This design comes from an exercise in tuning for small area and few clock cycles per item on the open sky130 flow, not from production work.
Where RTL was checked, it was by simulation tests only, not by an equivalence proof against the original.
Function not checked in run 1: the RTL went through the layout flow alone.

### design/flow/design.v
package yuvcrm_pkg;
  localparam int DIM_W    = 13;
  localparam int POS_W    = 12;
  localparam int SAMPLE_W = 8;
  localparam int ADDR_W   = 24;
  localparam int PLANE_W  = 2;
  localparam int CFG_DATA_W = 32;
  localparam int CFG_ADDR_W = 5;
  localparam logic [DIM_W-1:0] RST_INPUT_WIDTH  = DIM_W'(640);
  localparam logic [DIM_W-1:0] RST_INPUT_HEIGHT = DIM_W'(480);
  localparam logic [DIM_W-1:0] RST_CROP_WIDTH   = DIM_W'(480);
  localparam logic [DIM_W-1:0] RST_CROP_HEIGHT  = DIM_W'(480);
endpackage
module yuv420_crop_rotate_mirror_address (
  input  logic                                 clk,
  input  logic                                 rst_n,
  input  logic                                 cfg_psel,
  input  logic                                 cfg_penable,
  input  logic                                 cfg_pwrite,
  input  logic [yuvcrm_pkg::CFG_ADDR_W-1:0]    cfg_paddr,
  input  logic [yuvcrm_pkg::CFG_DATA_W-1:0]    cfg_pwdata,
  output logic [yuvcrm_pkg::CFG_DATA_W-1:0]    cfg_prdata,
  output logic                                 cfg_pready,
  input  logic                                 in_tvalid,
  output logic                                 in_tready,
  input  logic [31:0]                          in_tdata,   
  input  logic [yuvcrm_pkg::PLANE_W-1:0]       in_tuser,   
  output logic                                 out_tvalid,
  input  logic                                 out_tready,
  output logic [31:0]                          out_tdata,  
  output logic [yuvcrm_pkg::PLANE_W-1:0]       out_tuser   
);
  localparam int DIM_W    = yuvcrm_pkg::DIM_W;
  localparam int POS_W    = yuvcrm_pkg::POS_W;
  localparam int SAMPLE_W = yuvcrm_pkg::SAMPLE_W;
  localparam int ADDR_W   = yuvcrm_pkg::ADDR_W;
  logic [1:0]       mode_r;
  logic [DIM_W-1:0] in_w_r, in_h_r, crop_w_r, crop_h_r;
  logic             cfg_wr;
  assign cfg_pready = 1'b1;
  assign cfg_wr     = cfg_psel && cfg_penable && cfg_pwrite;
  logic [4:0]       wen;
  logic [1:0]       wd_m;
  logic [DIM_W-1:0] wd_w, wd_h, wd_cw, wd_ch;
  always_comb begin
    for (int k = 0; k < 5; k++) wen[k] = !rst_n || (cfg_wr && cfg_paddr[4:2] == 3'(k));
    wd_m  = rst_n ? cfg_pwdata[1:0] : 2'd0;
    wd_w  = rst_n ? cfg_pwdata[DIM_W-1:0] : yuvcrm_pkg::RST_INPUT_WIDTH;
    wd_h  = rst_n ? cfg_pwdata[DIM_W-1:0] : yuvcrm_pkg::RST_INPUT_HEIGHT;
    wd_cw = rst_n ? cfg_pwdata[DIM_W-1:0] : yuvcrm_pkg::RST_CROP_WIDTH;
    wd_ch = rst_n ? cfg_pwdata[DIM_W-1:0] : yuvcrm_pkg::RST_CROP_HEIGHT;
  end
  always_ff @(posedge clk) begin
    if (wen[0]) mode_r   <= wd_m;
    if (wen[1]) in_w_r   <= wd_w;
    if (wen[2]) in_h_r   <= wd_h;
    if (wen[3]) crop_w_r <= wd_cw;
    if (wen[4]) crop_h_r <= wd_ch;
  end
  always_comb begin
    case (cfg_paddr[4:2])
      3'd0:    cfg_prdata = 32'(mode_r);
      3'd1:    cfg_prdata = 32'(in_w_r);
      3'd2:    cfg_prdata = 32'(in_h_r);
      3'd3:    cfg_prdata = 32'(crop_w_r);
      3'd4:    cfg_prdata = 32'(crop_h_r);
      default: cfg_prdata = '0;
    endcase
  end
  function automatic logic [7:0] radd7(input logic [6:0] a, input logic [6:0] b, input logic ci);
    logic c;
    c = ci;
    for (int i = 0; i < 7; i++) begin
      radd7[i] = a[i] ^ b[i] ^ c;
      c        = (a[i] & b[i]) | (a[i] & c) | (b[i] & c);
    end
    radd7[7] = c;
  endfunction
  logic             mode_rot, mode_mir;
  logic [7:0]       w_lo, h_lo, w_hi, h_hi;
  logic             w_c_r, h_c_r;
  logic             cfg_ok_r;
  logic [DIM_W-1:0] lo_r;
  assign mode_mir = (mode_r == 2'd2);
  assign mode_rot = (mode_r == 2'd1);
  assign w_lo = radd7(in_w_r[6:0], ~crop_w_r[6:0], 1'b1);
  assign h_lo = radd7(in_h_r[6:0], ~crop_h_r[6:0], 1'b1);
  assign w_hi = radd7({1'b0, in_w_r[DIM_W-1:7]}, {1'b1, ~crop_w_r[DIM_W-1:7]}, w_c_r);
  assign h_hi = radd7({1'b0, in_h_r[DIM_W-1:7]}, {1'b1, ~crop_h_r[DIM_W-1:7]}, h_c_r);
  always_ff @(posedge clk) begin
    w_c_r             <= w_lo[7];
    h_c_r             <= h_lo[7];
    lo_r[6:0]         <= mode_mir ? w_lo[6:0] : h_lo[6:0];
    lo_r[DIM_W-1:7]   <= mode_mir ? w_hi[5:0] : h_hi[5:0];
    cfg_ok_r <= (mode_r != 2'd3) && !w_hi[6] && !h_hi[6] &&
                !(in_w_r[12] && |in_w_r[11:0]) && !(in_h_r[12] && |in_h_r[11:0]);
  end
  logic [POS_W-1:0] in_row, in_col;
  logic             chroma;
  logic [DIM_W-1:0] lo, r_lo, c_lo, chp, cwp;
  logic [DIM_W:0]   rr, rr_hi, cc, cc_hi;
  logic             keep;
  logic [POS_W-1:0] mul_a, addend;
  assign in_row = in_tdata[11:0];
  assign in_col = in_tdata[23:12];
  assign chroma = |in_tuser;
  assign lo     = chroma ? {1'b0, lo_r[DIM_W-1:1]} : lo_r;
  assign r_lo   = mode_mir ? '0 : lo;
  assign c_lo   = mode_mir ? lo : '0;
  assign chp    = chroma ? {1'b0, crop_h_r[DIM_W-1:1]} : crop_h_r;
  assign cwp    = chroma ? {1'b0, crop_w_r[DIM_W-1:1]} : crop_w_r;
  logic [DIM_W+1:0] s_rr, s_rh, s_cc, s_ch;
  yuvcrm_padd #(.N(DIM_W+1), .KIND(1)) u_sub_rr (
    .a({2'b00, in_row}), .b(~{1'b0, r_lo}), .ci(1'b1), .s(s_rr));
  yuvcrm_padd #(.N(DIM_W+1), .KIND(0)) u_sub_rh (
    .a(rr), .b(~{1'b0, chp}), .ci(1'b1), .s(s_rh));
  yuvcrm_padd #(.N(DIM_W+1), .KIND(1)) u_sub_cc (
    .a({2'b00, in_col}), .b(~{1'b0, c_lo}), .ci(1'b1), .s(s_cc));
  yuvcrm_padd #(.N(DIM_W+1), .KIND(0)) u_sub_ch (
    .a(cc), .b(~{1'b0, cwp}), .ci(1'b1), .s(s_ch));
  assign rr    = s_rr[DIM_W:0];
  assign rr_hi = s_rh[DIM_W:0];
  assign cc    = s_cc[DIM_W:0];
  assign cc_hi = s_ch[DIM_W:0];
  assign keep  = cfg_ok_r && (in_tuser != 2'd3) && !rr[DIM_W] && rr_hi[DIM_W] && !cc[DIM_W] &&
                 cc_hi[DIM_W];
  always_comb begin
    if (mode_mir) begin
      mul_a  = ~cc_hi[POS_W-1:0];
      addend = ~rr_hi[POS_W-1:0];
    end else if (mode_rot) begin
      mul_a  = cc[POS_W-1:0];
      addend = ~rr_hi[POS_W-1:0];
    end else begin
      mul_a  = rr[POS_W-1:0];
      addend = cc[POS_W-1:0];
    end
  end
  logic                v_r;
  logic [1:0]          oplane_r;
  logic [SAMPLE_W-1:0] sample_r;
  logic [POS_W-1:0]    mul_a_r;
  logic [5:0]          sel1, sel2, sel3;
  always_comb begin
    for (int j = 0; j < 6; j++) begin
      sel1[j] = mul_a_r[2*j] & ~mul_a_r[2*j+1];
      sel2[j] = ~mul_a_r[2*j] & mul_a_r[2*j+1];
      sel3[j] = mul_a_r[2*j] & mul_a_r[2*j+1];
    end
  end
  logic [POS_W-1:0]    addend_r;
  logic                go, go2, o_v_r;
  assign go2       = !o_v_r || out_tready;
  assign go        = !v_r || go2;
  assign in_tready = go;
  always_ff @(posedge clk) begin
    if (!rst_n) begin
      v_r <= 1'b0;
    end else if (go) begin
      v_r <= in_tvalid && keep;
    end
  end
  always_ff @(posedge clk) begin
    if (go) begin
      oplane_r <= {in_tuser[0], in_tuser[1]};   
      sample_r <= in_tdata[31:24];
      mul_a_r <= mul_a;
      addend_r <= addend;
    end
  end
  logic [DIM_W-1:0] mb;
  logic [DIM_W:0]   mb3;
  logic [DIM_W-1:0] xs;
  logic [ADDR_W:0]  sum;
  logic             chroma_r;
  logic [DIM_W:0] b1, b2;
  logic [7:0]     mb3_hi;
  logic           mb3_c;
  assign mb = (mode_r == 2'd0) ? crop_w_r : crop_h_r;
  assign b1 = {1'b0, mb};
  assign b2 = {mb, 1'b0};
  assign mb3_hi = radd7(b1[DIM_W:7], b2[DIM_W:7], mb3_c);
  always_ff @(posedge clk) begin
    {mb3_c, mb3[6:0]} <= radd7(b1[6:0], b2[6:0], 1'b0);
    mb3[DIM_W:7]      <= mb3_hi[6:0];
  end
  assign chroma_r = |oplane_r;
  assign xs       = chroma_r ? {addend_r, 1'b0} : {1'b0, addend_r};
  logic pp0_0;
  assign pp0_0 = ((sel1[0] & mb[0]) | (sel3[0] & mb3[0]));
  logic pp0_1;
  assign pp0_1 = ((sel1[0] & mb[1]) | (sel2[0] & mb[0]) | (sel3[0] & mb3[1]));
  logic pp0_2;
  assign pp0_2 = ((sel1[0] & mb[2]) | (sel2[0] & mb[1]) | (sel3[0] & mb3[2]));
  logic pp0_3;
  assign pp0_3 = ((sel1[0] & mb[3]) | (sel2[0] & mb[2]) | (sel3[0] & mb3[3]));
  logic pp0_4;
  assign pp0_4 = ((sel1[0] & mb[4]) | (sel2[0] & mb[3]) | (sel3[0] & mb3[4]));
  logic pp0_5;
  assign pp0_5 = ((sel1[0] & mb[5]) | (sel2[0] & mb[4]) | (sel3[0] & mb3[5]));
  logic pp0_6;
  assign pp0_6 = ((sel1[0] & mb[6]) | (sel2[0] & mb[5]) | (sel3[0] & mb3[6]));
  logic pp0_7;
  assign pp0_7 = ((sel1[0] & mb[7]) | (sel2[0] & mb[6]) | (sel3[0] & mb3[7]));
  logic pp0_8;
  assign pp0_8 = ((sel1[0] & mb[8]) | (sel2[0] & mb[7]) | (sel3[0] & mb3[8]));
  logic pp0_9;
  assign pp0_9 = ((sel1[0] & mb[9]) | (sel2[0] & mb[8]) | (sel3[0] & mb3[9]));
  logic pp0_10;
  assign pp0_10 = ((sel1[0] & mb[10]) | (sel2[0] & mb[9]) | (sel3[0] & mb3[10]));
  logic pp0_11;
  assign pp0_11 = ((sel1[0] & mb[11]) | (sel2[0] & mb[10]) | (sel3[0] & mb3[11]));
  logic pp0_12;
  assign pp0_12 = ((sel1[0] & mb[12]) | (sel2[0] & mb[11]) | (sel3[0] & mb3[12]));
  logic pp0_13;
  assign pp0_13 = ((sel2[0] & mb[12]) | (sel3[0] & mb3[13]));
  logic pp1_0;
  assign pp1_0 = ((sel1[1] & mb[0]) | (sel3[1] & mb3[0]));
  logic pp1_1;
  assign pp1_1 = ((sel1[1] & mb[1]) | (sel2[1] & mb[0]) | (sel3[1] & mb3[1]));
  logic pp1_2;
  assign pp1_2 = ((sel1[1] & mb[2]) | (sel2[1] & mb[1]) | (sel3[1] & mb3[2]));
  logic pp1_3;
  assign pp1_3 = ((sel1[1] & mb[3]) | (sel2[1] & mb[2]) | (sel3[1] & mb3[3]));
  logic pp1_4;
  assign pp1_4 = ((sel1[1] & mb[4]) | (sel2[1] & mb[3]) | (sel3[1] & mb3[4]));
  logic pp1_5;
  assign pp1_5 = ((sel1[1] & mb[5]) | (sel2[1] & mb[4]) | (sel3[1] & mb3[5]));
  logic pp1_6;
  assign pp1_6 = ((sel1[1] & mb[6]) | (sel2[1] & mb[5]) | (sel3[1] & mb3[6]));
  logic pp1_7;
  assign pp1_7 = ((sel1[1] & mb[7]) | (sel2[1] & mb[6]) | (sel3[1] & mb3[7]));
  logic pp1_8;
  assign pp1_8 = ((sel1[1] & mb[8]) | (sel2[1] & mb[7]) | (sel3[1] & mb3[8]));
  logic pp1_9;
  assign pp1_9 = ((sel1[1] & mb[9]) | (sel2[1] & mb[8]) | (sel3[1] & mb3[9]));
  logic pp1_10;
  assign pp1_10 = ((sel1[1] & mb[10]) | (sel2[1] & mb[9]) | (sel3[1] & mb3[10]));
  logic pp1_11;
  assign pp1_11 = ((sel1[1] & mb[11]) | (sel2[1] & mb[10]) | (sel3[1] & mb3[11]));
  logic pp1_12;
  assign pp1_12 = ((sel1[1] & mb[12]) | (sel2[1] & mb[11]) | (sel3[1] & mb3[12]));
  logic pp1_13;
  assign pp1_13 = ((sel2[1] & mb[12]) | (sel3[1] & mb3[13]));
  logic pp2_0;
  assign pp2_0 = ((sel1[2] & mb[0]) | (sel3[2] & mb3[0]));
  logic pp2_1;
  assign pp2_1 = ((sel1[2] & mb[1]) | (sel2[2] & mb[0]) | (sel3[2] & mb3[1]));
  logic pp2_2;
  assign pp2_2 = ((sel1[2] & mb[2]) | (sel2[2] & mb[1]) | (sel3[2] & mb3[2]));
  logic pp2_3;
  assign pp2_3 = ((sel1[2] & mb[3]) | (sel2[2] & mb[2]) | (sel3[2] & mb3[3]));
  logic pp2_4;
  assign pp2_4 = ((sel1[2] & mb[4]) | (sel2[2] & mb[3]) | (sel3[2] & mb3[4]));
  logic pp2_5;
  assign pp2_5 = ((sel1[2] & mb[5]) | (sel2[2] & mb[4]) | (sel3[2] & mb3[5]));
  logic pp2_6;
  assign pp2_6 = ((sel1[2] & mb[6]) | (sel2[2] & mb[5]) | (sel3[2] & mb3[6]));
  logic pp2_7;
  assign pp2_7 = ((sel1[2] & mb[7]) | (sel2[2] & mb[6]) | (sel3[2] & mb3[7]));
  logic pp2_8;
  assign pp2_8 = ((sel1[2] & mb[8]) | (sel2[2] & mb[7]) | (sel3[2] & mb3[8]));
  logic pp2_9;
  assign pp2_9 = ((sel1[2] & mb[9]) | (sel2[2] & mb[8]) | (sel3[2] & mb3[9]));
  logic pp2_10;
  assign pp2_10 = ((sel1[2] & mb[10]) | (sel2[2] & mb[9]) | (sel3[2] & mb3[10]));
  logic pp2_11;
  assign pp2_11 = ((sel1[2] & mb[11]) | (sel2[2] & mb[10]) | (sel3[2] & mb3[11]));
  logic pp2_12;
  assign pp2_12 = ((sel1[2] & mb[12]) | (sel2[2] & mb[11]) | (sel3[2] & mb3[12]));
  logic pp2_13;
  assign pp2_13 = ((sel2[2] & mb[12]) | (sel3[2] & mb3[13]));
  logic pp3_0;
  assign pp3_0 = ((sel1[3] & mb[0]) | (sel3[3] & mb3[0]));
  logic pp3_1;
  assign pp3_1 = ((sel1[3] & mb[1]) | (sel2[3] & mb[0]) | (sel3[3] & mb3[1]));
  logic pp3_2;
  assign pp3_2 = ((sel1[3] & mb[2]) | (sel2[3] & mb[1]) | (sel3[3] & mb3[2]));
  logic pp3_3;
  assign pp3_3 = ((sel1[3] & mb[3]) | (sel2[3] & mb[2]) | (sel3[3] & mb3[3]));
  logic pp3_4;
  assign pp3_4 = ((sel1[3] & mb[4]) | (sel2[3] & mb[3]) | (sel3[3] & mb3[4]));
  logic pp3_5;
  assign pp3_5 = ((sel1[3] & mb[5]) | (sel2[3] & mb[4]) | (sel3[3] & mb3[5]));
  logic pp3_6;
  assign pp3_6 = ((sel1[3] & mb[6]) | (sel2[3] & mb[5]) | (sel3[3] & mb3[6]));
  logic pp3_7;
  assign pp3_7 = ((sel1[3] & mb[7]) | (sel2[3] & mb[6]) | (sel3[3] & mb3[7]));
  logic pp3_8;
  assign pp3_8 = ((sel1[3] & mb[8]) | (sel2[3] & mb[7]) | (sel3[3] & mb3[8]));
  logic pp3_9;
  assign pp3_9 = ((sel1[3] & mb[9]) | (sel2[3] & mb[8]) | (sel3[3] & mb3[9]));
  logic pp3_10;
  assign pp3_10 = ((sel1[3] & mb[10]) | (sel2[3] & mb[9]) | (sel3[3] & mb3[10]));
  logic pp3_11;
  assign pp3_11 = ((sel1[3] & mb[11]) | (sel2[3] & mb[10]) | (sel3[3] & mb3[11]));
  logic pp3_12;
  assign pp3_12 = ((sel1[3] & mb[12]) | (sel2[3] & mb[11]) | (sel3[3] & mb3[12]));
  logic pp3_13;
  assign pp3_13 = ((sel2[3] & mb[12]) | (sel3[3] & mb3[13]));
  logic pp4_0;
  assign pp4_0 = ((sel1[4] & mb[0]) | (sel3[4] & mb3[0]));
  logic pp4_1;
  assign pp4_1 = ((sel1[4] & mb[1]) | (sel2[4] & mb[0]) | (sel3[4] & mb3[1]));
  logic pp4_2;
  assign pp4_2 = ((sel1[4] & mb[2]) | (sel2[4] & mb[1]) | (sel3[4] & mb3[2]));
  logic pp4_3;
  assign pp4_3 = ((sel1[4] & mb[3]) | (sel2[4] & mb[2]) | (sel3[4] & mb3[3]));
  logic pp4_4;
  assign pp4_4 = ((sel1[4] & mb[4]) | (sel2[4] & mb[3]) | (sel3[4] & mb3[4]));
  logic pp4_5;
  assign pp4_5 = ((sel1[4] & mb[5]) | (sel2[4] & mb[4]) | (sel3[4] & mb3[5]));
  logic pp4_6;
  assign pp4_6 = ((sel1[4] & mb[6]) | (sel2[4] & mb[5]) | (sel3[4] & mb3[6]));
  logic pp4_7;
  assign pp4_7 = ((sel1[4] & mb[7]) | (sel2[4] & mb[6]) | (sel3[4] & mb3[7]));
  logic pp4_8;
  assign pp4_8 = ((sel1[4] & mb[8]) | (sel2[4] & mb[7]) | (sel3[4] & mb3[8]));
  logic pp4_9;
  assign pp4_9 = ((sel1[4] & mb[9]) | (sel2[4] & mb[8]) | (sel3[4] & mb3[9]));
  logic pp4_10;
  assign pp4_10 = ((sel1[4] & mb[10]) | (sel2[4] & mb[9]) | (sel3[4] & mb3[10]));
  logic pp4_11;
  assign pp4_11 = ((sel1[4] & mb[11]) | (sel2[4] & mb[10]) | (sel3[4] & mb3[11]));
  logic pp4_12;
  assign pp4_12 = ((sel1[4] & mb[12]) | (sel2[4] & mb[11]) | (sel3[4] & mb3[12]));
  logic pp4_13;
  assign pp4_13 = ((sel2[4] & mb[12]) | (sel3[4] & mb3[13]));
  logic pp5_0;
  assign pp5_0 = ((sel1[5] & mb[0]) | (sel3[5] & mb3[0]));
  logic pp5_1;
  assign pp5_1 = ((sel1[5] & mb[1]) | (sel2[5] & mb[0]) | (sel3[5] & mb3[1]));
  logic pp5_2;
  assign pp5_2 = ((sel1[5] & mb[2]) | (sel2[5] & mb[1]) | (sel3[5] & mb3[2]));
  logic pp5_3;
  assign pp5_3 = ((sel1[5] & mb[3]) | (sel2[5] & mb[2]) | (sel3[5] & mb3[3]));
  logic pp5_4;
  assign pp5_4 = ((sel1[5] & mb[4]) | (sel2[5] & mb[3]) | (sel3[5] & mb3[4]));
  logic pp5_5;
  assign pp5_5 = ((sel1[5] & mb[5]) | (sel2[5] & mb[4]) | (sel3[5] & mb3[5]));
  logic pp5_6;
  assign pp5_6 = ((sel1[5] & mb[6]) | (sel2[5] & mb[5]) | (sel3[5] & mb3[6]));
  logic pp5_7;
  assign pp5_7 = ((sel1[5] & mb[7]) | (sel2[5] & mb[6]) | (sel3[5] & mb3[7]));
  logic pp5_8;
  assign pp5_8 = ((sel1[5] & mb[8]) | (sel2[5] & mb[7]) | (sel3[5] & mb3[8]));
  logic pp5_9;
  assign pp5_9 = ((sel1[5] & mb[9]) | (sel2[5] & mb[8]) | (sel3[5] & mb3[9]));
  logic pp5_10;
  assign pp5_10 = ((sel1[5] & mb[10]) | (sel2[5] & mb[9]) | (sel3[5] & mb3[10]));
  logic pp5_11;
  assign pp5_11 = ((sel1[5] & mb[11]) | (sel2[5] & mb[10]) | (sel3[5] & mb3[11]));
  logic pp5_12;
  assign pp5_12 = ((sel1[5] & mb[12]) | (sel2[5] & mb[11]) | (sel3[5] & mb3[12]));
  logic pp5_13;
  assign pp5_13 = ((sel2[5] & mb[12]) | (sel3[5] & mb3[13]));
  logic fs0;
  logic fc0;
  assign fs0 = xs[2] ^ pp0_2 ^ pp1_0;
  assign fc0 = (xs[2] & pp0_2) | (xs[2] & pp1_0) | (pp0_2 & pp1_0);
  logic fs1;
  logic fc1;
  assign fs1 = xs[3] ^ pp0_3 ^ pp1_1;
  assign fc1 = (xs[3] & pp0_3) | (xs[3] & pp1_1) | (pp0_3 & pp1_1);
  logic fs2;
  logic fc2;
  assign fs2 = xs[4] ^ pp0_4 ^ pp1_2;
  assign fc2 = (xs[4] & pp0_4) | (xs[4] & pp1_2) | (pp0_4 & pp1_2);
  logic fs3;
  logic fc3;
  assign fs3 = pp2_0 ^ fc1 ^ fs2;
  assign fc3 = (pp2_0 & fc1) | (pp2_0 & fs2) | (fc1 & fs2);
  logic fs4;
  logic fc4;
  assign fs4 = xs[5] ^ pp0_5 ^ pp1_3;
  assign fc4 = (xs[5] & pp0_5) | (xs[5] & pp1_3) | (pp0_5 & pp1_3);
  logic fs5;
  logic fc5;
  assign fs5 = pp2_1 ^ fc2 ^ fs4;
  assign fc5 = (pp2_1 & fc2) | (pp2_1 & fs4) | (fc2 & fs4);
  logic fs6;
  logic fc6;
  assign fs6 = xs[6] ^ pp0_6 ^ pp1_4;
  assign fc6 = (xs[6] & pp0_6) | (xs[6] & pp1_4) | (pp0_6 & pp1_4);
  logic fs7;
  logic fc7;
  assign fs7 = pp2_2 ^ pp3_0 ^ fc4;
  assign fc7 = (pp2_2 & pp3_0) | (pp2_2 & fc4) | (pp3_0 & fc4);
  logic fs8;
  logic fc8;
  assign fs8 = fs6 ^ fc5 ^ fs7;
  assign fc8 = (fs6 & fc5) | (fs6 & fs7) | (fc5 & fs7);
  logic fs9;
  logic fc9;
  assign fs9 = xs[7] ^ pp0_7 ^ pp1_5;
  assign fc9 = (xs[7] & pp0_7) | (xs[7] & pp1_5) | (pp0_7 & pp1_5);
  logic fs10;
  logic fc10;
  assign fs10 = pp2_3 ^ pp3_1 ^ fc6;
  assign fc10 = (pp2_3 & pp3_1) | (pp2_3 & fc6) | (pp3_1 & fc6);
  logic fs11;
  logic fc11;
  assign fs11 = fs9 ^ fc7 ^ fs10;
  assign fc11 = (fs9 & fc7) | (fs9 & fs10) | (fc7 & fs10);
  logic fs12;
  logic fc12;
  assign fs12 = xs[8] ^ pp0_8 ^ pp1_6;
  assign fc12 = (xs[8] & pp0_8) | (xs[8] & pp1_6) | (pp0_8 & pp1_6);
  logic fs13;
  logic fc13;
  assign fs13 = pp2_4 ^ pp3_2 ^ pp4_0;
  assign fc13 = (pp2_4 & pp3_2) | (pp2_4 & pp4_0) | (pp3_2 & pp4_0);
  logic fs14;
  logic fc14;
  assign fs14 = fc9 ^ fs12 ^ fs13;
  assign fc14 = (fc9 & fs12) | (fc9 & fs13) | (fs12 & fs13);
  logic fs15;
  logic fc15;
  assign fs15 = fc10 ^ fs14 ^ fc11;
  assign fc15 = (fc10 & fs14) | (fc10 & fc11) | (fs14 & fc11);
  logic fs16;
  logic fc16;
  assign fs16 = xs[9] ^ pp0_9 ^ pp1_7;
  assign fc16 = (xs[9] & pp0_9) | (xs[9] & pp1_7) | (pp0_9 & pp1_7);
  logic fs17;
  logic fc17;
  assign fs17 = pp2_5 ^ pp3_3 ^ pp4_1;
  assign fc17 = (pp2_5 & pp3_3) | (pp2_5 & pp4_1) | (pp3_3 & pp4_1);
  logic fs18;
  logic fc18;
  assign fs18 = fc12 ^ fc13 ^ fs16;
  assign fc18 = (fc12 & fc13) | (fc12 & fs16) | (fc13 & fs16);
  logic fs19;
  logic fc19;
  assign fs19 = fs17 ^ fc14 ^ fs18;
  assign fc19 = (fs17 & fc14) | (fs17 & fs18) | (fc14 & fs18);
  logic fs20;
  logic fc20;
  assign fs20 = xs[10] ^ pp0_10 ^ pp1_8;
  assign fc20 = (xs[10] & pp0_10) | (xs[10] & pp1_8) | (pp0_10 & pp1_8);
  logic fs21;
  logic fc21;
  assign fs21 = pp2_6 ^ pp3_4 ^ pp4_2;
  assign fc21 = (pp2_6 & pp3_4) | (pp2_6 & pp4_2) | (pp3_4 & pp4_2);
  logic fs22;
  logic fc22;
  assign fs22 = pp5_0 ^ fc16 ^ fc17;
  assign fc22 = (pp5_0 & fc16) | (pp5_0 & fc17) | (fc16 & fc17);
  logic fs23;
  logic fc23;
  assign fs23 = fs20 ^ fs21 ^ fc18;
  assign fc23 = (fs20 & fs21) | (fs20 & fc18) | (fs21 & fc18);
  logic fs24;
  logic fc24;
  assign fs24 = fs22 ^ fc19 ^ fs23;
  assign fc24 = (fs22 & fc19) | (fs22 & fs23) | (fc19 & fs23);
  logic fs25;
  logic fc25;
  assign fs25 = xs[11] ^ pp0_11 ^ pp1_9;
  assign fc25 = (xs[11] & pp0_11) | (xs[11] & pp1_9) | (pp0_11 & pp1_9);
  logic fs26;
  logic fc26;
  assign fs26 = pp2_7 ^ pp3_5 ^ pp4_3;
  assign fc26 = (pp2_7 & pp3_5) | (pp2_7 & pp4_3) | (pp3_5 & pp4_3);
  logic fs27;
  logic fc27;
  assign fs27 = pp5_1 ^ fc20 ^ fc21;
  assign fc27 = (pp5_1 & fc20) | (pp5_1 & fc21) | (fc20 & fc21);
  logic fs28;
  logic fc28;
  assign fs28 = fs25 ^ fs26 ^ fc22;
  assign fc28 = (fs25 & fs26) | (fs25 & fc22) | (fs26 & fc22);
  logic fs29;
  logic fc29;
  assign fs29 = fs27 ^ fc23 ^ fs28;
  assign fc29 = (fs27 & fc23) | (fs27 & fs28) | (fc23 & fs28);
  logic fs30;
  logic fc30;
  assign fs30 = xs[12] ^ pp0_12 ^ pp1_10;
  assign fc30 = (xs[12] & pp0_12) | (xs[12] & pp1_10) | (pp0_12 & pp1_10);
  logic fs31;
  logic fc31;
  assign fs31 = pp2_8 ^ pp3_6 ^ pp4_4;
  assign fc31 = (pp2_8 & pp3_6) | (pp2_8 & pp4_4) | (pp3_6 & pp4_4);
  logic fs32;
  logic fc32;
  assign fs32 = pp5_2 ^ fc25 ^ fc26;
  assign fc32 = (pp5_2 & fc25) | (pp5_2 & fc26) | (fc25 & fc26);
  logic fs33;
  logic fc33;
  assign fs33 = fs30 ^ fs31 ^ fc27;
  assign fc33 = (fs30 & fs31) | (fs30 & fc27) | (fs31 & fc27);
  logic fs34;
  logic fc34;
  assign fs34 = fs32 ^ fc28 ^ fs33;
  assign fc34 = (fs32 & fc28) | (fs32 & fs33) | (fc28 & fs33);
  logic fs35;
  logic fc35;
  assign fs35 = pp0_13 ^ pp1_11 ^ pp2_9;
  assign fc35 = (pp0_13 & pp1_11) | (pp0_13 & pp2_9) | (pp1_11 & pp2_9);
  logic fs36;
  logic fc36;
  assign fs36 = pp3_7 ^ pp4_5 ^ pp5_3;
  assign fc36 = (pp3_7 & pp4_5) | (pp3_7 & pp5_3) | (pp4_5 & pp5_3);
  logic fs37;
  logic fc37;
  assign fs37 = fc30 ^ fc31 ^ fs35;
  assign fc37 = (fc30 & fc31) | (fc30 & fs35) | (fc31 & fs35);
  logic fs38;
  logic fc38;
  assign fs38 = fs36 ^ fc32 ^ fs37;
  assign fc38 = (fs36 & fc32) | (fs36 & fs37) | (fc32 & fs37);
  logic fs39;
  logic fc39;
  assign fs39 = fc33 ^ fs38 ^ fc34;
  assign fc39 = (fc33 & fs38) | (fc33 & fc34) | (fs38 & fc34);
  logic fs40;
  logic fc40;
  assign fs40 = pp1_12 ^ pp2_10 ^ pp3_8;
  assign fc40 = (pp1_12 & pp2_10) | (pp1_12 & pp3_8) | (pp2_10 & pp3_8);
  logic fs41;
  logic fc41;
  assign fs41 = pp4_6 ^ pp5_4 ^ fc35;
  assign fc41 = (pp4_6 & pp5_4) | (pp4_6 & fc35) | (pp5_4 & fc35);
  logic fs42;
  logic fc42;
  assign fs42 = fc36 ^ fs40 ^ fc37;
  assign fc42 = (fc36 & fs40) | (fc36 & fc37) | (fs40 & fc37);
  logic fs43;
  logic fc43;
  assign fs43 = fs41 ^ fc38 ^ fs42;
  assign fc43 = (fs41 & fc38) | (fs41 & fs42) | (fc38 & fs42);
  logic fs44;
  logic fc44;
  assign fs44 = pp1_13 ^ pp2_11 ^ pp3_9;
  assign fc44 = (pp1_13 & pp2_11) | (pp1_13 & pp3_9) | (pp2_11 & pp3_9);
  logic fs45;
  logic fc45;
  assign fs45 = pp4_7 ^ pp5_5 ^ fc40;
  assign fc45 = (pp4_7 & pp5_5) | (pp4_7 & fc40) | (pp5_5 & fc40);
  logic fs46;
  logic fc46;
  assign fs46 = fs44 ^ fc41 ^ fs45;
  assign fc46 = (fs44 & fc41) | (fs44 & fs45) | (fc41 & fs45);
  logic fs47;
  logic fc47;
  assign fs47 = fc42 ^ fs46 ^ fc43;
  assign fc47 = (fc42 & fs46) | (fc42 & fc43) | (fs46 & fc43);
  logic fs48;
  logic fc48;
  assign fs48 = pp2_12 ^ pp3_10 ^ pp4_8;
  assign fc48 = (pp2_12 & pp3_10) | (pp2_12 & pp4_8) | (pp3_10 & pp4_8);
  logic fs49;
  logic fc49;
  assign fs49 = pp5_6 ^ fc44 ^ fs48;
  assign fc49 = (pp5_6 & fc44) | (pp5_6 & fs48) | (fc44 & fs48);
  logic fs50;
  logic fc50;
  assign fs50 = fc45 ^ fs49 ^ fc46;
  assign fc50 = (fc45 & fs49) | (fc45 & fc46) | (fs49 & fc46);
  logic fs51;
  logic fc51;
  assign fs51 = pp2_13 ^ pp3_11 ^ pp4_9;
  assign fc51 = (pp2_13 & pp3_11) | (pp2_13 & pp4_9) | (pp3_11 & pp4_9);
  logic fs52;
  logic fc52;
  assign fs52 = pp5_7 ^ fc48 ^ fs51;
  assign fc52 = (pp5_7 & fc48) | (pp5_7 & fs51) | (fc48 & fs51);
  logic fs53;
  logic fc53;
  assign fs53 = fc49 ^ fs52 ^ fc50;
  assign fc53 = (fc49 & fs52) | (fc49 & fc50) | (fs52 & fc50);
  logic fs54;
  logic fc54;
  assign fs54 = pp3_12 ^ pp4_10 ^ pp5_8;
  assign fc54 = (pp3_12 & pp4_10) | (pp3_12 & pp5_8) | (pp4_10 & pp5_8);
  logic fs55;
  logic fc55;
  assign fs55 = fc51 ^ fs54 ^ fc52;
  assign fc55 = (fc51 & fs54) | (fc51 & fc52) | (fs54 & fc52);
  logic fs56;
  logic fc56;
  assign fs56 = pp3_13 ^ pp4_11 ^ pp5_9;
  assign fc56 = (pp3_13 & pp4_11) | (pp3_13 & pp5_9) | (pp4_11 & pp5_9);
  logic fs57;
  logic fc57;
  assign fs57 = fc54 ^ fs56 ^ fc55;
  assign fc57 = (fc54 & fs56) | (fc54 & fc55) | (fs56 & fc55);
  logic fs58;
  logic fc58;
  assign fs58 = pp4_12 ^ pp5_10 ^ fc56;
  assign fc58 = (pp4_12 & pp5_10) | (pp4_12 & fc56) | (pp5_10 & fc56);
  logic fs59;
  logic fc59;
  assign fs59 = pp4_13 ^ pp5_11 ^ fc58;
  assign fc59 = (pp4_13 & pp5_11) | (pp4_13 & fc58) | (pp5_11 & fc58);
  logic [24:0] ra, rb;
  assign ra = {1'b0, pp5_13, pp5_12, fs59, fs58, fs57, fs55, fs53, fs50, fs47, fs43, fs39, fc29, fc24, fs24, fs19, fs15, fc8, fs8, fc3, fs3, fc0, fs0, xs[1], xs[0]};
  assign rb = {1'b0, 1'b0, fc59, 1'b0, fc57, 1'b0, fc53, 1'b0, fc47, 1'b0, fc39, 1'b0, fs34, fs29, 1'b0, fc15, 1'b0, fs11, 1'b0, fs5, 1'b0, fs1, 1'b0, pp0_1, pp0_0};
  logic [24:0] cp, cg;
  assign cp = ra ^ rb;
  assign cg = ra & rb;
  logic pg0;
  assign pg0 = cg[1] | (cp[1] & cg[0]);
  logic pp0x;
  assign pp0x = cp[1] & cp[0];
  logic pg1;
  assign pg1 = cg[3] | (cp[3] & cg[2]);
  logic pp1x;
  assign pp1x = cp[3] & cp[2];
  logic pg2;
  assign pg2 = cg[5] | (cp[5] & cg[4]);
  logic pp2x;
  assign pp2x = cp[5] & cp[4];
  logic pg3;
  assign pg3 = cg[7] | (cp[7] & cg[6]);
  logic pp3x;
  assign pp3x = cp[7] & cp[6];
  logic pg4;
  assign pg4 = cg[9] | (cp[9] & cg[8]);
  logic pp4x;
  assign pp4x = cp[9] & cp[8];
  logic pg5;
  assign pg5 = cg[11] | (cp[11] & cg[10]);
  logic pp5x;
  assign pp5x = cp[11] & cp[10];
  logic pg6;
  assign pg6 = cg[13] | (cp[13] & cg[12]);
  logic pp6x;
  assign pp6x = cp[13] & cp[12];
  logic pg7;
  assign pg7 = cg[15] | (cp[15] & cg[14]);
  logic pp7x;
  assign pp7x = cp[15] & cp[14];
  logic pg8;
  assign pg8 = cg[17] | (cp[17] & cg[16]);
  logic pp8x;
  assign pp8x = cp[17] & cp[16];
  logic pg9;
  assign pg9 = cg[19] | (cp[19] & cg[18]);
  logic pp9x;
  assign pp9x = cp[19] & cp[18];
  logic pg10;
  assign pg10 = cg[21] | (cp[21] & cg[20]);
  logic pp10x;
  assign pp10x = cp[21] & cp[20];
  logic pg11;
  assign pg11 = cg[23] | (cp[23] & cg[22]);
  logic pp11x;
  assign pp11x = cp[23] & cp[22];
  logic pg12;
  assign pg12 = pg1 | (pp1x & pg0);
  logic pp12x;
  assign pp12x = pp1x & pp0x;
  logic pg13;
  assign pg13 = pg3 | (pp3x & pg2);
  logic pp13x;
  assign pp13x = pp3x & pp2x;
  logic pg14;
  assign pg14 = pg5 | (pp5x & pg4);
  logic pp14x;
  assign pp14x = pp5x & pp4x;
  logic pg15;
  assign pg15 = pg7 | (pp7x & pg6);
  logic pp15x;
  assign pp15x = pp7x & pp6x;
  logic pg16;
  assign pg16 = pg9 | (pp9x & pg8);
  logic pp16x;
  assign pp16x = pp9x & pp8x;
  logic pg17;
  assign pg17 = pg11 | (pp11x & pg10);
  logic pp17x;
  assign pp17x = pp11x & pp10x;
  logic pg18;
  assign pg18 = pg13 | (pp13x & pg12);
  logic pp18x;
  assign pp18x = pp13x & pp12x;
  logic pg19;
  assign pg19 = pg15 | (pp15x & pg14);
  logic pp19x;
  assign pp19x = pp15x & pp14x;
  logic pg20;
  assign pg20 = pg17 | (pp17x & pg16);
  logic pp20x;
  assign pp20x = pp17x & pp16x;
  logic pg21;
  assign pg21 = pg19 | (pp19x & pg18);
  logic pp21x;
  assign pp21x = pp19x & pp18x;
  logic pg22;
  assign pg22 = pg20 | (pp20x & pg21);
  logic pp22x;
  assign pp22x = pp20x & pp21x;
  logic pg23;
  assign pg23 = pg14 | (pp14x & pg18);
  logic pp23x;
  assign pp23x = pp14x & pp18x;
  logic pg24;
  assign pg24 = pg16 | (pp16x & pg21);
  logic pp24x;
  assign pp24x = pp16x & pp21x;
  logic pg25;
  assign pg25 = pg2 | (pp2x & pg12);
  logic pp25x;
  assign pp25x = pp2x & pp12x;
  logic pg26;
  assign pg26 = pg4 | (pp4x & pg18);
  logic pp26x;
  assign pp26x = pp4x & pp18x;
  logic pg27;
  assign pg27 = pg6 | (pp6x & pg23);
  logic pp27x;
  assign pp27x = pp6x & pp23x;
  logic pg28;
  assign pg28 = pg8 | (pp8x & pg21);
  logic pp28x;
  assign pp28x = pp8x & pp21x;
  logic pg29;
  assign pg29 = pg10 | (pp10x & pg24);
  logic pp29x;
  assign pp29x = pp10x & pp24x;
  logic pg30;
  assign pg30 = cg[2] | (cp[2] & pg0);
  logic pp30x;
  assign pp30x = cp[2] & pp0x;
  logic pg31;
  assign pg31 = cg[4] | (cp[4] & pg12);
  logic pp31x;
  assign pp31x = cp[4] & pp12x;
  logic pg32;
  assign pg32 = cg[6] | (cp[6] & pg25);
  logic pp32x;
  assign pp32x = cp[6] & pp25x;
  logic pg33;
  assign pg33 = cg[8] | (cp[8] & pg18);
  logic pp33x;
  assign pp33x = cp[8] & pp18x;
  logic pg34;
  assign pg34 = cg[10] | (cp[10] & pg26);
  logic pp34x;
  assign pp34x = cp[10] & pp26x;
  logic pg35;
  assign pg35 = cg[12] | (cp[12] & pg23);
  logic pp35x;
  assign pp35x = cp[12] & pp23x;
  logic pg36;
  assign pg36 = cg[14] | (cp[14] & pg27);
  logic pp36x;
  assign pp36x = cp[14] & pp27x;
  logic pg37;
  assign pg37 = cg[16] | (cp[16] & pg21);
  logic pp37x;
  assign pp37x = cp[16] & pp21x;
  logic pg38;
  assign pg38 = cg[18] | (cp[18] & pg28);
  logic pp38x;
  assign pp38x = cp[18] & pp28x;
  logic pg39;
  assign pg39 = cg[20] | (cp[20] & pg24);
  logic pp39x;
  assign pp39x = cp[20] & pp24x;
  logic pg40;
  assign pg40 = cg[22] | (cp[22] & pg29);
  logic pp40x;
  assign pp40x = cp[22] & pp29x;
  logic pg41;
  assign pg41 = cg[24] | (cp[24] & pg22);
  logic pp41x;
  assign pp41x = cp[24] & pp22x;
  assign sum = {cp[24] ^ pg22, cp[23] ^ pg40, cp[22] ^ pg29, cp[21] ^ pg39, cp[20] ^ pg24, cp[19] ^ pg38, cp[18] ^ pg28, cp[17] ^ pg37, cp[16] ^ pg21, cp[15] ^ pg36, cp[14] ^ pg27, cp[13] ^ pg35, cp[12] ^ pg23, cp[11] ^ pg34, cp[10] ^ pg26, cp[9] ^ pg33, cp[8] ^ pg18, cp[7] ^ pg32, cp[6] ^ pg25, cp[5] ^ pg31, cp[4] ^ pg12, cp[3] ^ pg30, cp[2] ^ pg0, cp[1] ^ cg[0], cp[0]};
  logic [1:0]          o_oplane_r;
  logic [SAMPLE_W-1:0] o_sample_r;
  logic [ADDR_W:0]     o_sum_r;
  always_ff @(posedge clk) begin
    if (!rst_n) begin
      o_v_r <= 1'b0;
    end else if (go2) begin
      o_v_r <= v_r;
    end
  end
  always_ff @(posedge clk) begin
    if (go2) begin
      o_oplane_r <= oplane_r;
      o_sample_r <= sample_r;
      o_sum_r    <= sum;
    end
  end
  assign out_tvalid = o_v_r;
  assign out_tuser  = o_oplane_r;
  assign out_tdata  = {o_sample_r, |o_oplane_r ? o_sum_r[ADDR_W:1] : o_sum_r[ADDR_W-1:0]};
endmodule
module yuvcrm_padd #(parameter int N = 14, parameter int KIND = 1) (
  input  logic [N-1:0] a,
  input  logic [N-1:0] b,
  input  logic         ci,
  output logic [N:0]   s
);
  localparam int L = (N <= 2) ? 1 : (N <= 4) ? 2 : (N <= 8) ? 3 : (N <= 16) ? 4 : 5;
  logic [N-1:0] g [0:2*L+1];
  logic [N-1:0] p [0:2*L+1];
  logic [N-1:0] pb, gb;
  assign pb = a ^ b;
  assign gb = a & b;
  always_comb begin
    g[0] = gb;
    p[0] = pb;
    g[0][0] = gb[0] | (pb[0] & ci);
    for (int l = 0; l < 2*L+1; l++) begin
      g[l+1] = g[l];
      p[l+1] = p[l];
    end
    if (KIND == 0) begin
      for (int l = 0; l < L; l++) begin
        g[l+1] = g[l];
        p[l+1] = p[l];
        for (int i = 0; i < N; i++)
          if ((i >> l) & 1) begin
            g[l+1][i] = g[l][i] | (p[l][i] & g[l][((i >> l) << l) - 1]);
            p[l+1][i] = p[l][i] & p[l][((i >> l) << l) - 1];
          end
      end
      for (int l = L; l < 2*L+1; l++) begin
        g[l+1] = g[l];
        p[l+1] = p[l];
      end
    end else if (KIND == 1) begin
      for (int l = 0; l < L; l++) begin
        g[l+1] = g[l];
        p[l+1] = p[l];
        for (int i = (2 << l) - 1; i < N; i += (2 << l)) begin
          g[l+1][i] = g[l][i] | (p[l][i] & g[l][i - (1 << l)]);
          p[l+1][i] = p[l][i] & p[l][i - (1 << l)];
        end
      end
      for (int l = L - 1; l >= 0; l--) begin
        g[2*L-l] = g[2*L-l-1];
        p[2*L-l] = p[2*L-l-1];
        for (int i = (3 << l) - 1; i < N; i += (2 << l)) begin
          g[2*L-l][i] = g[2*L-l-1][i] | (p[2*L-l-1][i] & g[2*L-l-1][i - (1 << l)]);
          p[2*L-l][i] = p[2*L-l-1][i] & p[2*L-l-1][i - (1 << l)];
        end
      end
      g[2*L+1] = g[2*L];
      p[2*L+1] = p[2*L];
    end else begin
      for (int i = 1; i < N; i++) begin
        g[1][i] = g[1][i] | (p[1][i] & g[1][i-1]);
      end
      for (int l = 1; l < 2*L+1; l++) begin
        g[l+1] = g[l];
        p[l+1] = p[l];
      end
    end
  end
  always_comb begin
    s[0] = pb[0] ^ ci;
    for (int i = 1; i < N; i++) s[i] = pb[i] ^ g[2*L+1][i-1];
    s[N] = g[2*L+1][N-1];
  end
endmodule
### design/flow/flow/run.sh
#!/bin/bash
# The standard layout (the standard.sh: ORFS synthesis through finish), with three
# changes: synthesis skips the quick ABC pass inside Yosys's synth command (registers are
# untouched by it; the full-adder extraction then sees the adders as written), the
# buffers that placement puts on every input and output port are the platform's smallest
# plain buffer instead of the cell buffer_ports picks by itself, and clock tree synthesis
# adds no dummy loads to balance the tree.
set -euo pipefail
export SYNTH_ARGS="-noabc"
export BUFFER_PORTS_ARGS="-buffer_cell sky130_fd_sc_hd__buf_1"
export CTS_ARGS="-sink_clustering_enable -repair_clock_nets -buf_list sky130_fd_sc_hd__clkbuf_8 -dont_use_dummy_load"
bash standard.sh > standard.log 2>&1
### design/flow/standard.sh
#!/bin/bash
# synth_recipe.tcl (not shown) runs the flow's synth.tcl, then flattens the netlist and writes it again
# the make line also repeats each setting of config.mk as NAME=value (left out here)
make -C /OpenROAD-flow-scripts/flow DESIGN_CONFIG=/design/flow/config.mk WORK_HOME=/design/flow/orfs CLKGATE_MAP_FILE= SYNTH_SCRIPT=/design/flow/synth_recipe.tcl "${@:-finish}"
### design/flow/config.mk
export PLATFORM = sky130hd
export DESIGN_NAME = yuv420_crop_rotate_mirror_address
export DESIGN_NICKNAME = yuv420_crop_rotate_mirror_address
export VERILOG_FILES = /design/flow/design.v
export SDC_FILE = /design/flow/constraint.sdc
export NUM_CORES = 4
export LEC_CHECK = 0
export ABC_AREA = 1
export CAP_MARGIN = 20
export CORE_MARGIN = 2
export CORE_UTILIZATION = 40
export CTS_BUF_LIST = sky130_fd_sc_hd__clkbuf_8
export SLEW_MARGIN = 20
### design/flow/constraint.sdc
create_clock -name core_clock -period 6.0 [get_ports {clk}]
set_input_delay 1.2000 -clock core_clock [delete_from_list [all_inputs] [get_ports {clk}]]
set_output_delay 1.2000 -clock core_clock [all_outputs]
set_load 0.01 [all_outputs]
==> impl_metrics.env, run 1 <==
export IMPL_status="complete, no violations"
export IMPL_wl_um=34300
export IMPL_slew_headroom=0.364
export IMPL_whs_path_depth=0
export IMPL_layout_common_cells="nand2_1 (315), inv_1 (236), edfxtp_1 (123), fa_1 (122), buf_1 (105)"
export IMPL_grt_max_degree=60
export IMPL_start_util=0.407
export IMPL_ys_types=42
export IMPL_netlist_area_mm2=0.0128
export IMPL_fill_cells=3157
export IMPL_hp_class="reg2reg"
export IMPL_critPathCaptureType="flip-flop"
export IMPL_drv_cap=0
export IMPL_hold_violations=0
export IMPL_clkSinkCount=156
export IMPL_antenna_found_initial=0
export IMPL_h_tree_depth=4
export IMPL_multi_input_area_mm2=0.00732
export IMPL_grt_pass1_wl_um=54300
export IMPL_worstHoldStart="sample_r[7]"
export IMPL_synth_edf_count=123
export IMPL_cts_setup_buffers=0
export IMPL_drt_pass1_iterations=8
export IMPL_worstMarginPinSlew_ns=0.944
export IMPL_vias=9841
export IMPL_maxSlewViolCount=0
export IMPL_final_common_cell="nand2_1"
export IMPL_synth_top_area_share=0.288
export IMPL_dp_slack_ns=0.303
export IMPL_cts_buffers=17
export IMPL_grt_ovfl_total=0
export IMPL_crit_path_start="mode_r[0]"
export IMPL_drc_errors=0
export IMPL_fmax_mhz=179
export IMPL_synth_cells=1368
export IMPL_cp_start_kind="flip-flop"
export IMPL_seqCellArea_mm2=0.00435
export IMPL_reg2reg_depth=25
export IMPL_fin_tns_setup_ns=0
export IMPL_core_mm2=0.0316
export IMPL_cts_buffer_depth=2
export IMPL_synth_seq_area_share=0.339
export IMPL_cts_clk_slew_worst_paths_ns=0.09
export IMPL_postLayoutSetupSlackWorst_ns=0.410
export IMPL_ant_nets=0
export IMPL_r2r_start="mode_r[0]"
export IMPL_grt_pass1_vias=9908
export IMPL_synth_ff_latch_count=156
export IMPL_avgRoutedWirePerCell_um=18.2
export IMPL_cts_root_buf="clkbuf_8"
export IMPL_rows=65
export IMPL_place_congestion=0.899
export IMPL_synth_area_leaders="edfxtp_1 (29%), fa_1 (19%), nand2_1 (9.3%)"
export IMPL_ys_warn_count=7
export IMPL_fin_skew_ns=0.0390
export IMPL_setup_violations=0
export IMPL_ys_flop_type="edfxtp_1"
export IMPL_syn_area_per_cell_um2=9.39
export IMPL_dp_hpwl_um=28400
export IMPL_die_width_um=183
export IMPL_clock_latency_ns=0.48
export IMPL_area_growth_pct=8.92
export IMPL_nNetsFinal=1758
export IMPL_rsz0062_at_grt="false"
export IMPL_timing_setup_critical_path_class="reg2reg"
export IMPL_drive_above_1_share=0.0680
export IMPL_die_area_mm2=0.0335
export IMPL_min_period_ns=5.59
export IMPL_grt_usage=0.213
export IMPL_num_io_pins=147
export IMPL_synthArstFlopShare=0
export IMPL_path_max_fanout=13
export IMPL_finalCritPeriodShare=0.932
export IMPL_port_buffers=105
export IMPL_arrival_ns=5.80
export IMPL_cp_required_ns=6.21
export IMPL_vias_per_cell=5.21
export IMPL_first_iter_violations=713
export IMPL_die_h_um=183
export IMPL_yosysTopAreaCell="edfxtp_1"
export IMPL_insertedDiodeCount=0
export IMPL_tritoncts="done"
layout make-up:
class	instances	area share
inverters	245	0.0658
clock buffers	17	0.0167
well taps	402	0.0360
repair buffers	139	0.0464
flip-flops and latches	156	0.311
multi-input cells	929	0.524
flip-flops by register name, summed over array words and instances, names as in the netlist:
| register | count |
|---|---|
| crop_w_r | 13 |
| in_w_r | 13 |
| mb3 | 14 |
| o_sum_r | 25 |
| oplane_r | 2 |
| in_h_r | 13 |
| addend_r | 12 |
| mul_a_r | 12 |
| o_sample_r | 8 |
| o_v_r | 1 |
| w_c_r | 1 |
| cfg_ok_r | 1 |
| v_r | 1 |
| lo_r | 13 |
| o_oplane_r | 2 |
| h_c_r | 1 |
| mb3_c | 1 |
| crop_h_r | 13 |
| mode_r | 2 |
| sample_r | 8 |
logic make-up after synthesis:
group	Yosys count	share of synthesized area
muxes	36	0.0302
buffers and inverters	301	0.0975
and+or+nand+nor	431	0.136
other	2	0.000585
AOI/OAI and AO/OA	224	0.121
adders and majority gates	192	0.258
xor gates and xnor gates	26	0.0177
DFF	156	0.339
cell usage after synthesis (3+ instances only):
cell      number
a21o_1         6
a21oi_1       25
a31oi_1        4
buf_2         13
buf_4         24
clkbuf_1      17
dfxtp_1       33
edfxtp_1     123
fa_1         122
ha_1          70
inv_1        236
inv_2          6
mux2_2        22
mux2i_1       14
nand2_1      318
nand2_2        6
nand3_1       36
nand4_1        8
nor2_1        49
nor2_2         4
nor3_1         3
o21ai_0       61
o21bai_1       3
o221ai_1      88
o22ai_1       26
xnor2_1       15
xor2_1        11
per-layer routing:
layer / share of wire / GRT usage / vias up
met3: 0.059 / 0.0449 / 51
met4: 0.025 / 0.0659 / 0
met5: 0 / 0 / -
met1: 0.43 / 0.268 / 4718
met2: 0.48 / 0.370 / 302
li1: - / - / 4770
per-stage QoR:
step / cell area (um2) / std cells / hold WS, ns / utilization
after floorplan: 12900 / 1386 / 0.400 / -
after global routing: 14000 / 1888 / 0.446 / 0.443
after detailed placement: 13700 / 1871 / 0.406 / 0.435
final: 14000 / 1888 / 0.424 / 0.443
after global placement: 13700 / 1871 / 0.402 / 0.435
after CTS: 14000 / 1888 / 0.426 / 0.443
critical path, cell delays in order, from the launching register on:
cell      delay (ns)
edfxtp_1        0.45
nor2_1          0.13
buf_4           0.20
nand2_1         0.07
nand2_1         0.24
inv_2           0.11
nand2_1         0.07
o221ai_1        0.14
fa_1            0.49
fa_1            0.45
fa_1            0.51
fa_1            0.41
fa_1            0.46
ha_1            0.31
nand2_1         0.09
nor2_1          0.06
nand2_1         0.06
nand2_1         0.04
inv_1           0.04
nand2_1         0.11
nand2_1         0.09
nand2_1         0.11
nand2_1         0.08
nand2_1         0.06
fa_1            0.37
xor2_1          0.18
repair_timing:
item / in CTS / in global routing
endpoints found under the setup margin: 0 / 2
hold buffers: 0 / 0
resized for setup: 0 / 4
worst paths after layout:
kind	endpoint	slack, ns
worst max-delay path	o_sum_r[23]	0.41
worst min-delay path	o_sample_r[7]	0.42
worst max register to register	o_sum_r[23]	0.41
worst min register to register	o_sample_r[7]	0.42
==> run 2, diff against run 1 <==
--- a/design/flow/design.v
+++ b/design/flow/design.v
@@ -81,5 +81,5 @@
   logic             w_c_r, h_c_r;
   logic             cfg_ok_r;
-  logic [DIM_W-1:0] lo_r;
+  logic [POS_W-1:0] lo_r;
   assign mode_mir = (mode_r == 2'd2);
   assign mode_rot = (mode_r == 2'd1);
@@ -92,5 +92,5 @@
     h_c_r             <= h_lo[7];
     lo_r[6:0]         <= mode_mir ? w_lo[6:0] : h_lo[6:0];
-    lo_r[DIM_W-1:7]   <= mode_mir ? w_hi[5:0] : h_hi[5:0];
+    lo_r[POS_W-1:7]   <= mode_mir ? w_hi[4:0] : h_hi[4:0];
     cfg_ok_r <= (mode_r != 2'd3) && !w_hi[6] && !h_hi[6] &&
                 !(in_w_r[12] && |in_w_r[11:0]) && !(in_h_r[12] && |in_h_r[11:0]);
@@ -98,6 +98,7 @@
   logic [POS_W-1:0] in_row, in_col;
   logic             chroma;
-  logic [DIM_W-1:0] lo, r_lo, c_lo, chp, cwp;
-  logic [DIM_W:0]   rr, rr_hi, cc, cc_hi;
+  logic [POS_W-1:0] lo, r_lo, c_lo;
+  logic [DIM_W-1:0] chp, cwp;
+  logic [DIM_W-1:0] rr, rr_hi, cc, cc_hi;
   logic             keep;
   logic [POS_W-1:0] mul_a, addend;
@@ -105,24 +106,24 @@
   assign in_col = in_tdata[23:12];
   assign chroma = |in_tuser;
-  assign lo     = chroma ? {1'b0, lo_r[DIM_W-1:1]} : lo_r;
+  assign lo     = chroma ? {1'b0, lo_r[POS_W-1:1]} : lo_r;
   assign r_lo   = mode_mir ? '0 : lo;
   assign c_lo   = mode_mir ? lo : '0;
   assign chp    = chroma ? {1'b0, crop_h_r[DIM_W-1:1]} : crop_h_r;
   assign cwp    = chroma ? {1'b0, crop_w_r[DIM_W-1:1]} : crop_w_r;
-  logic [DIM_W+1:0] s_rr, s_rh, s_cc, s_ch;
-  yuvcrm_padd #(.N(DIM_W+1), .KIND(1)) u_sub_rr (
-    .a({2'b00, in_row}), .b(~{1'b0, r_lo}), .ci(1'b1), .s(s_rr));
-  yuvcrm_padd #(.N(DIM_W+1), .KIND(0)) u_sub_rh (
-    .a(rr), .b(~{1'b0, chp}), .ci(1'b1), .s(s_rh));
-  yuvcrm_padd #(.N(DIM_W+1), .KIND(1)) u_sub_cc (
-    .a({2'b00, in_col}), .b(~{1'b0, c_lo}), .ci(1'b1), .s(s_cc));
-  yuvcrm_padd #(.N(DIM_W+1), .KIND(0)) u_sub_ch (
-    .a(cc), .b(~{1'b0, cwp}), .ci(1'b1), .s(s_ch));
-  assign rr    = s_rr[DIM_W:0];
-  assign rr_hi = s_rh[DIM_W:0];
-  assign cc    = s_cc[DIM_W:0];
-  assign cc_hi = s_ch[DIM_W:0];
-  assign keep  = cfg_ok_r && (in_tuser != 2'd3) && !rr[DIM_W] && rr_hi[DIM_W] && !cc[DIM_W] &&
-                 cc_hi[DIM_W];
+  logic [DIM_W:0] s_rr, s_rh, s_cc, s_ch;
+  yuvcrm_padd #(.N(DIM_W), .KIND(1)) u_sub_rr (
+    .a({1'b0, in_row}), .b(~{1'b0, r_lo}), .ci(1'b1), .s(s_rr));
+  yuvcrm_padd #(.N(DIM_W), .KIND(0)) u_sub_rh (
+    .a(rr), .b(~chp), .ci(1'b1), .s(s_rh));
+  yuvcrm_padd #(.N(DIM_W), .KIND(1)) u_sub_cc (
+    .a({1'b0, in_col}), .b(~{1'b0, c_lo}), .ci(1'b1), .s(s_cc));
+  yuvcrm_padd #(.N(DIM_W), .KIND(0)) u_sub_ch (
+    .a(cc), .b(~cwp), .ci(1'b1), .s(s_ch));
+  assign rr    = s_rr[DIM_W-1:0];
+  assign rr_hi = s_rh[DIM_W-1:0];
+  assign cc    = s_cc[DIM_W-1:0];
+  assign cc_hi = s_ch[DIM_W-1:0];
+  assign keep  = cfg_ok_r && (in_tuser != 2'd3) && !rr[DIM_W-1] && rr_hi[DIM_W-1] &&
+                 !cc[DIM_W-1] && cc_hi[DIM_W-1];
   always_comb begin
     if (mode_mir) begin
--- a/design/flow/config.mk
+++ b/design/flow/config.mk
@@ -11,3 +11,4 @@
 export CORE_UTILIZATION = 40
 export CTS_BUF_LIST = sky130_fd_sc_hd__clkbuf_8
+export GPL_TIMING_DRIVEN = 0
 export SLEW_MARGIN = 20
==> run 2 against run 1 <==
Net effect:
- still clean
- non-clock buffer count rose by 28
- via count rose by 0.84%
- sequential cell count fell by 1
- register-to-register slack got worse by 0.09 ns
- area after synthesis fell by 1.7%
- first-iteration DRC count rose by 12%
- die area fell by 1.7%
==> impl_metrics.env, run 2 <==
export IMPL_status="complete, no violations"
export IMPL_place_congestion=0.930
export IMPL_vias_per_cell=5.31
export IMPL_avgRoutedWirePerCell_um=18.9
export IMPL_port_buffers=105
export IMPL_die_h_um=182
export IMPL_yosysMostFrequentCell="nand2_1"
export IMPL_drive_above_1_share=0.0900
export IMPL_drv_cap=0
export IMPL_synth_seq_area_share=0.344
export IMPL_cp_start_kind="flip-flop"
export IMPL_ys_warn_count=7
export IMPL_synthArstFlopShare=0
export IMPL_seqCellArea_mm2=0.00433
export IMPL_path_max_fanout=10
export IMPL_vias=9924
export IMPL_multi_input_area_mm2=0.00726
export IMPL_start_util=0.403
export IMPL_clkSinkCount=155
export IMPL_yosys_mux_area_fraction=0.0299
export IMPL_min_period_ns=5.68
export IMPL_design_area_mm2=0.0140
export IMPL_tritoncts="done"
export IMPL_die_width_um=182
export IMPL_arrival_ns=5.89
export IMPL_synth_area_leaders="edfxtp_1 (29%), fa_1 (19%), nand2_1 (8.6%)"
export IMPL_grt_ovfl_total=0
export IMPL_final_common_cell="nand2_1"
export IMPL_timing_setup_critical_path_class="reg2reg"
export IMPL_ys_flop_type="edfxtp_1"
export IMPL_worstHoldStart="sample_r[4]"
export IMPL_synth_top_area_share=0.293
export IMPL_cts_buffers=17
export IMPL_grt_usage=0.223
export IMPL_grt_pass1_vias=10100
export IMPL_synth_ff_latch_count=155
export IMPL_area_growth_pct=10.6
export IMPL_cpMostUsedCell="nand2_1"
export IMPL_top_register="o_sum_r"
export IMPL_critPathCaptureType="flip-flop"
export IMPL_drc_errors=0
export IMPL_postLayoutSetupSlackWorst_ns=0.319
export IMPL_netlist_area_mm2=0.0126
export IMPL_critPathMaxStageDelay_ns=0.51
export IMPL_die_area_mm2=0.0330
export IMPL_drt_pass1_iterations=6
export IMPL_crit_chain="nor2_4 > buf_6 > nand2_1 > nand2_4 > inv_2 > nand2_1 > o221ai_1 > fa_1 > fa_1 > fa_1 > fa_1 > fa_2 > ha_1 > nand3_1 > o221ai_1 > inv_1 > nand2_1 > nand2_1 > nand2_1 > nand2_1 > nand2_1 > fa_1 > xor2_1"
export IMPL_cp_required_ns=6.21
export IMPL_ctsHoldBuffers=0
export IMPL_synth_edf_count=123
export IMPL_yosys_area_share_simple=0.128
export IMPL_synth_top_family_by_area="adder cells"
export IMPL_cts_clk_slew_worst_paths_ns=0.09
export IMPL_dp_hpwl_um=29200
export IMPL_dp_slack_ns=0.0394
export IMPL_wl_um=35400
export IMPL_place_area_mm2=0.0137
export IMPL_clock_latency_ns=0.50
export IMPL_nNetsFinal=1733
export IMPL_rows=65
export IMPL_r2r_setup_slack_ns=0.32
export IMPL_fmax_mhz=176
export IMPL_syn_area_per_cell_um2=9.55
export IMPL_reg_top3="o_sum_r: 25 flops, mb3: 14 flops"
export IMPL_cts_buffer_depth=2
export IMPL_first_iter_violations=799
export IMPL_antenna_found_initial=0
export IMPL_ant_nets=0
export IMPL_cts_root_buf="clkbuf_8"
export IMPL_crit_path_start="mode_r[1]"
export IMPL_worstMarginPinSlew_ns=0.770
export IMPL_h_tree_depth=4
export IMPL_core_mm2=0.0313
export IMPL_fin_skew_ns=0.0536
export IMPL_yosysTopAreaCell="edfxtp_1"
export IMPL_slew_headroom=0.483
export IMPL_num_io_pins=147
export IMPL_fill_cells=3093
export IMPL_finalCritPeriodShare=0.947
export IMPL_maxSlewViolCount=0
export IMPL_layout_common_cells="nand2_1 (286), inv_1 (197), edfxtp_1 (123), fa_1 (116), buf_1 (105)"
export IMPL_hp_class="reg2reg"
export IMPL_r2r_start="mode_r[1]"
export IMPL_largest_reg_flops=25
export IMPL_slowest_stage="fa_1"
export IMPL_synth_adder_area_share=0.256
export IMPL_synth_xor_area_share=0.0187
export IMPL_insertedDiodeCount=0
export IMPL_grt_max_degree=32
export IMPL_synth_compound_area_share=0.133
export IMPL_hold_violations=0
export IMPL_ys_types=44
export IMPL_grt_pass1_wl_um=56000
export IMPL_setup_violations=0
export IMPL_synth_cells=1321
export IMPL_synth_common_cells="nand2_1 (288), inv_1 (197), edfxtp_1 (123)"
[run 2: cell count changes after synthesis, moves of 8 or more]
cell	change
a221o_1	+11
inv_1	-39
inv_2	+9
nand2_1	-30
nand3_1	-12
nor2_1	+8
o221ai_1	-9
[run 2: through the flow]
step / hold WS, ns / TNS [ns] / instances / util
after floorplan: 0.400 / 0 / 1339 / -
after global placement: 0.402 / 0 / 1846 / 0.434
after detailed placement: 0.405 / 0 / 1850 / 0.436
after CTS: 0.423 / 0 / 1867 / 0.444
after global routing: 0.430 / -0.00251 / 1869 / 0.446
final: 0.424 / 0 / 1869 / 0.446
[run 2: cells by family (layout without fill, tap and decap cells)]
kind of cell,after synthesis,count (layout)
xor+xnor,27,27
other cells,2,20
fa+ha+maj,186,186
buf+inv,274,402
flops,155,155
simple gates,400,400
mux,35,35
compound gates,242,242
[run 2: routing by layer]
metal | GRT usage | vias up | part of all wire
met4 | 0.0764 | 0 | 0.027
li1 | - | 4712 | -
met2 | 0.393 | 394 | 0.49
met3 | 0.0319 | 55 | 0.059
met1 | 0.280 | 4763 | 0.42
met5 | 0 | - | 0
[run 2: repair_timing]
item | in CTS | in global routing
setup endpoints to repair | 0 | 6
setup buffers | 0 | 2
gates resized for setup | 0 | 15
[run 2: worst paths after layout]
check / endpoint / cells after the start
min reg2reg: o_sample_r[4] / 0
max reg2reg: o_sum_r[23] / 23
min: o_sample_r[4] / 0
max: o_sum_r[23] / 23
[run 2: critical path: cells and delay by family, from the launching register on]
family,cells,cell delay (ns)
fa+ha+maj,7,2.91
simple gates,10,1.18
flops,1,0.49
buf+inv,3,0.40
compound gates,2,0.28
xor+xnor,1,0.17
[run 2: cell type report]
cell class,count,area share
Multi-Input combinational cell,910,0.520
Sequential cell,155,0.310
Inverter,218,0.0588
Tap cell,402,0.0360
Timing Repair Buffer,111,0.0338
Buffer,56,0.0238
Clock buffer,17,0.0168
Testbench counts of run 2, summed over its fixed seeds: cycles 58,814, items 58,788.

## static timing again, ports no longer ideal
In the flow no input, the clock included, has a driving cell. The finished layouts below were timed again as built, in two steps.
Step 1: set_driving_cell puts a clkbuf_16 on clk and a buf_2 on each other input, an assumption about the parent block.
Step 2 also shifts input and output timing later by t, the mid clock arrival at the registers, as if the neighbouring blocks saw the same clock.
a / b / c = no drivers / after step 1 / after step 2; a / b = the first two.
run	t, ns	setup WS [ns]	clock arrival spread, ns	worst register clock-pin slew, ns	worst data-port slew with drivers (ns)
run 1	0.507	0.410 / 0.410 / 0.351	0.040 / 0.040	0.10 / 0.10	0.04
run 2	0.519	0.319 / 0.319 / 0.101	0.054 / 0.054	0.11 / 0.11	0.04
After both steps setup and hold are still met in every run listed. The setup slack of run 2, which loses most, moves by 0.000 ns with the drivers and by -0.218 ns with both steps.
